Source: an optimization exercise on an open RTL-to-GDS flow (aim: small area, a short achievable clock period and few clock cycles per item). Production flows keep margins and buffers that such runs may drop. In this exercise RTL edits were held to simulation tests only and were not proved equivalent to the original. No activity file was given, so power comes from the tool's default toggle rates.

## exp/violet
// alu_exec_unit
module alu_exec_unit #(
    parameter  int WIDTH = 64,
    parameter  int DEPTH = 32,
    localparam int AW    = $clog2(DEPTH)
) (
    input  logic             i_clock,
    input  logic             i_reset_n,
    input  logic             i_cmd_valid,
    output logic             o_cmd_ready,
    input  logic [2:0]       i_cmd_op,
    input  logic [AW-1:0]    i_cmd_rs1,
    input  logic [AW-1:0]    i_cmd_rs2,
    input  logic [AW-1:0]    i_cmd_rd,
    input  logic             i_ld_valid,
    input  logic [AW-1:0]    i_ld_addr,
    input  logic [WIDTH-1:0] i_ld_data,
    output logic             o_rsp_valid,
    output logic [WIDTH-1:0] o_rsp_result,
    output logic             o_rsp_carry,
    output logic             o_rsp_overflow,
    output logic             o_rsp_zero,
    output logic             o_rsp_illegal
);
==> flow/config.mk <==
export PLATFORM = sky130hd
export DESIGN_NAME = alu_exec_unit
export DESIGN_NICKNAME = alu_exec_unit
export VERILOG_FILES = /design/flow/design.v
export SDC_FILE = /design/flow/constraint.sdc
export NUM_CORES = 4
export LEC_CHECK = 0
export ABC_AREA = 1
export CAP_MARGIN = 20
export CORE_MARGIN = 2
export CORE_UTILIZATION = 40
export CTS_CLUSTER_DIAMETER = 60
export CTS_CLUSTER_SIZE = 24
export GPL_ROUTABILITY_DRIVEN = 1
export GPL_TIMING_DRIVEN = 1
export PLACE_DENSITY = 0.5
export SETUP_SLACK_MARGIN = 2.5
export SLEW_MARGIN = 20
export TNS_END_PERCENT = 5
==> flow/constraint.sdc <==
create_clock -name core_clock -period 5.0 [get_ports {i_clock}]
set_input_delay 1.0000 -clock core_clock [delete_from_list [all_inputs] [get_ports {i_clock}]]
set_output_delay 1.0000 -clock core_clock [all_outputs]
set_load 0.01 [all_outputs]
standard.sh (not shown) runs the stock make flow with config.mk's settings and CLKGATE_MAP_FILE= SYNTH_SCRIPT=/design/flow/synth_recipe.tcl, a recipe that flattens the netlist after the stock synthesis.
==> flow/flow/run.sh <==
#!/bin/bash
set -euo pipefail
sed 's|"\${@:-finish}"|BUFFER_PORTS_ARGS="-buffer_cell sky130_fd_sc_hd__buf_4" "${@:-finish}"|' standard.sh > standard_buf.sh
grep -q 'BUFFER_PORTS_ARGS=' standard_buf.sh
bash standard_buf.sh > flow_make.log 2>&1
Testbench counts of exp/violet, summed over its fixed seeds: cycles 11,232, commands 9,600.
Input-level comparison between exp/harbor and exp/violet:
# exp/violet
export LEC_CHECK = 0
export ABC_AREA = 1
export CAP_MARGIN = 20
export CORE_MARGIN = 2
export CORE_UTILIZATION = 40
export CTS_CLUSTER_DIAMETER = 60
export CTS_CLUSTER_SIZE = 24
export GPL_ROUTABILITY_DRIVEN = 1
export GPL_TIMING_DRIVEN = 1
export PLACE_DENSITY = 0.5
export SETUP_SLACK_MARGIN = 2.5
export SLEW_MARGIN = 20
export TNS_END_PERCENT = 5
create_clock -name core_clock -period 5.0 [get_ports {i_clock}]
# exp/harbor
export LEC_CHECK = 0
export ABC_AREA = 1
export CAP_MARGIN = 20
export CORE_MARGIN = 2
export CORE_UTILIZATION = 40
export CTS_CLUSTER_DIAMETER = 60
export CTS_CLUSTER_SIZE = 24
export GPL_ROUTABILITY_DRIVEN = 1
export GPL_TIMING_DRIVEN = 1
export PLACE_DENSITY = 0.5
export SETUP_SLACK_MARGIN = 2.65
export SLEW_MARGIN = 20
export TNS_END_PERCENT = 5
create_clock -name core_clock -period 5.0 [get_ports {i_clock}]
==> flow/run.sh (new file) <==
#!/bin/bash
# synth_recipe.tcl (not shown) runs the flow's synth.tcl, then flattens the netlist and writes it again
# the make line also repeats each setting of config.mk as NAME=value (left out here)
make -C /OpenROAD-flow-scripts/flow DESIGN_CONFIG=/design/flow/config.mk WORK_HOME=/design/flow/orfs CLKGATE_MAP_FILE= SYNTH_SCRIPT=/design/flow/synth_recipe.tcl finish
removed: flow/flow/run.sh
removed: flow/standard.sh
- exp/violet vs exp/harbor, start point of the critical path: r_d_sel_a[4] vs r_e_and
- Diff exp/violet -> exp/harbor | relative contribution of combinational cells to total power | decrease of 0.5 points
- Of exp/harbor and exp/violet, the run reporting the lower share of final layout cell area taken by non-clock buffers was exp/violet.
- Any difference in overall via count from detail_route between exp/harbor and exp/violet is small enough to ignore.
- Per the comparison of exp/harbor with exp/violet, total length of routed wires +0.46%, met3 usage +0.98 points.
- Against exp/violet, exp/harbor comes in 414 higher on number of gates resized after cts.
- [compare] base=exp/violet new=exp/harbor: number of ordinary and repair buffers in the finished layout rose by 10%, worst clock skew decreased 14 ps, post-layout instance area now larger, total power did not really move, sequential share of layout area lower.
- r_e_a[28] as the capturing instance or port of the critical path was reported by exp/harbor, and r_e_p[54] by exp/violet.
- exp/harbor ran to completion and came out clean on the timing, design-rule and antenna checks.
#### Input delta (exp/quartz over exp/harbor)
# exp/harbor
export LEC_CHECK = 0
export ABC_AREA = 1
export CAP_MARGIN = 20
export CORE_MARGIN = 2
export CORE_UTILIZATION = 40
export CTS_CLUSTER_DIAMETER = 60
export CTS_CLUSTER_SIZE = 24
export GPL_ROUTABILITY_DRIVEN = 1
export GPL_TIMING_DRIVEN = 1
export PLACE_DENSITY = 0.5
export SETUP_SLACK_MARGIN = 2.65
export SLEW_MARGIN = 20
export TNS_END_PERCENT = 5
create_clock -name core_clock -period 5.0 [get_ports {i_clock}]
# exp/quartz
export LEC_CHECK = 0
export ABC_AREA = 1
export CAP_MARGIN = 20
export CORE_MARGIN = 2
export CORE_UTILIZATION = 40
export CTS_CLUSTER_DIAMETER = 60
export CTS_CLUSTER_SIZE = 24
export GPL_ROUTABILITY_DRIVEN = 1
export GPL_TIMING_DRIVEN = 1
export PLACE_DENSITY = 0.5
export SETUP_SLACK_MARGIN = 2.35
export SLEW_MARGIN = 20
export TNS_END_PERCENT = 5
create_clock -name core_clock -period 5.0 [get_ports {i_clock}]
Findings:
exp/quartz finished all stages; the layout is clean.
[compare] base=exp/harbor new=exp/quartz: final critical-path share of the clock period shows an increase of 9.2 points; total of cells resized after clock tree synthesis decreased 79%.
A launch point of the worst path of r_d_sel_a[17] is what exp/quartz shows, while r_e_and belongs to exp/harbor.
Sequential fraction of total cell area, exp/quartz and exp/harbor: larger value in exp/quartz
Per the comparison of exp/quartz with exp/harbor, number of vias in the routed layout has decreased; count of cell instances traversed by the critical path moved up.
For exp/fjord, these inputs were changed with respect to exp/quartz:
# exp/quartz
export LEC_CHECK = 0
export ABC_AREA = 1
export CAP_MARGIN = 20
export CORE_MARGIN = 2
export CORE_UTILIZATION = 40
export CTS_CLUSTER_DIAMETER = 60
export CTS_CLUSTER_SIZE = 24
export GPL_ROUTABILITY_DRIVEN = 1
export GPL_TIMING_DRIVEN = 1
export PLACE_DENSITY = 0.5
export SETUP_SLACK_MARGIN = 2.35
export SLEW_MARGIN = 20
export TNS_END_PERCENT = 5
create_clock -name core_clock -period 5.0 [get_ports {i_clock}]
# exp/fjord
export LEC_CHECK = 0
export ABC_AREA = 1
export CAP_MARGIN = 20
export CORE_MARGIN = 2
export CORE_UTILIZATION = 40
export CTS_CLUSTER_DIAMETER = 60
export CTS_CLUSTER_SIZE = 24
export GPL_ROUTABILITY_DRIVEN = 1
export GPL_TIMING_DRIVEN = 1
export PLACE_DENSITY = 0.5
export SETUP_SLACK_MARGIN = 2.5
export SLEW_MARGIN = 20
export TNS_END_PERCENT = 5
create_clock -name core_clock -period 5.0 [get_ports {i_clock}]
[summary]
- The run showing the greater combinational power is exp/fjord.
- Diff exp/quartz..exp/fjord | number of distinct library cell variants in the gate-level netlist after synthesis | unchanged
- Going from exp/quartz to exp/fjord, final estimated routing congestion in global placement held steady, part of the total power dissipated in combinational logic grew by 0.9 points, number of logic stages on the critical path including buffering grew by 1.
- exp/fjord: flow completed, timing, DRC and antenna clean
diff inputs: exp/fjord => exp/umber
# exp/fjord
export LEC_CHECK = 0
export ABC_AREA = 1
export CAP_MARGIN = 20
export CORE_MARGIN = 2
export CORE_UTILIZATION = 40
export CTS_CLUSTER_DIAMETER = 60
export CTS_CLUSTER_SIZE = 24
export GPL_ROUTABILITY_DRIVEN = 1
export GPL_TIMING_DRIVEN = 1
export PLACE_DENSITY = 0.5
export SETUP_SLACK_MARGIN = 2.5
export SLEW_MARGIN = 20
export TNS_END_PERCENT = 5
create_clock -name core_clock -period 5.0 [get_ports {i_clock}]
# exp/umber
export LEC_CHECK = 0
export ABC_AREA = 1
export CAP_MARGIN = 20
export CORE_MARGIN = 2
export CORE_UTILIZATION = 40
export CTS_CLUSTER_DIAMETER = 60
export CTS_CLUSTER_SIZE = 24
export GPL_ROUTABILITY_DRIVEN = 1
export GPL_TIMING_DRIVEN = 1
export PLACE_DENSITY = 0.5
export SETUP_SLACK_MARGIN = 2.5
export SLEW_MARGIN = 20
export TNS_END_PERCENT = 0
create_clock -name core_clock -period 5.0 [get_ports {i_clock}]
==> comparison <==
Every run (exp/umber and exp/fjord) finished clean. Re static leakage: exp/umber and exp/fjord aren't equal, and the higher value belongs to exp/fjord. exp/fjord → exp/umber: utilization fell by 0.55 points, first-pass GRT wire length stayed essentially flat, setup slack fell by 95 ps, half-perimeter wire length after placement stayed essentially flat, routed wire length fell by 3.1 mm. Number of antenna cells inserted: exp/umber and exp/fjord compared, higher one is exp/fjord. Initial antenna violation count was lower in exp/fjord than in exp/umber.

-- afterwards: timing with drivers on the ports --
How much do the figures lean on ideal ports? The routed layouts below were timed once more, with nothing changed but the port constraints.
Step 1 (the two cells are an assumption about what drives the block):
set clk [get_ports {i_clock}]
set_driving_cell -lib_cell sky130_fd_sc_hd__clkbuf_16 $clk
set_driving_cell -lib_cell sky130_fd_sc_hd__buf_2 [delete_from_list [all_inputs] $clk]
Step 2 moves the port delays by t, midway between the first and last clock arrival at a register: inputs arrive t later, outputs are due t later. That takes back most of the time a late clock gives input paths.
Slacks: ideal ports / drivers / drivers and shift; pairs: ideal ports / drivers.
| run | shift t [ns] | setup slack, ns | hold WS [ns] | clock arrival spread, ns |
|---|---|---|---|---|
| exp/violet | 1.066 | 2.208 / 2.208 / 1.489 | 0.141 / 0.058 / 0.335 | 0.073 / 0.073 |
| exp/harbor | 1.050 | 2.382 / 2.382 / 1.609 | 0.044 / -0.048 / 0.327 | 0.066 / 0.066 |
| exp/quartz | 1.056 | 1.923 / 1.923 / 1.287 | 0.028 / -0.065 / 0.327 | 0.074 / 0.074 |
| exp/fjord | 1.053 | 2.311 / 2.285 / 1.511 | 0.035 / -0.063 / 0.327 | 0.071 / 0.070 |
| exp/umber | 1.046 | 2.216 / 2.216 / 1.486 | 0.041 / -0.050 / 0.327 | 0.069 / 0.070 |
After both steps setup and hold are still met in every run listed. The setup slack of exp/fjord, which loses most, moves by -0.026 ns with the drivers and by -0.800 ns with both steps.
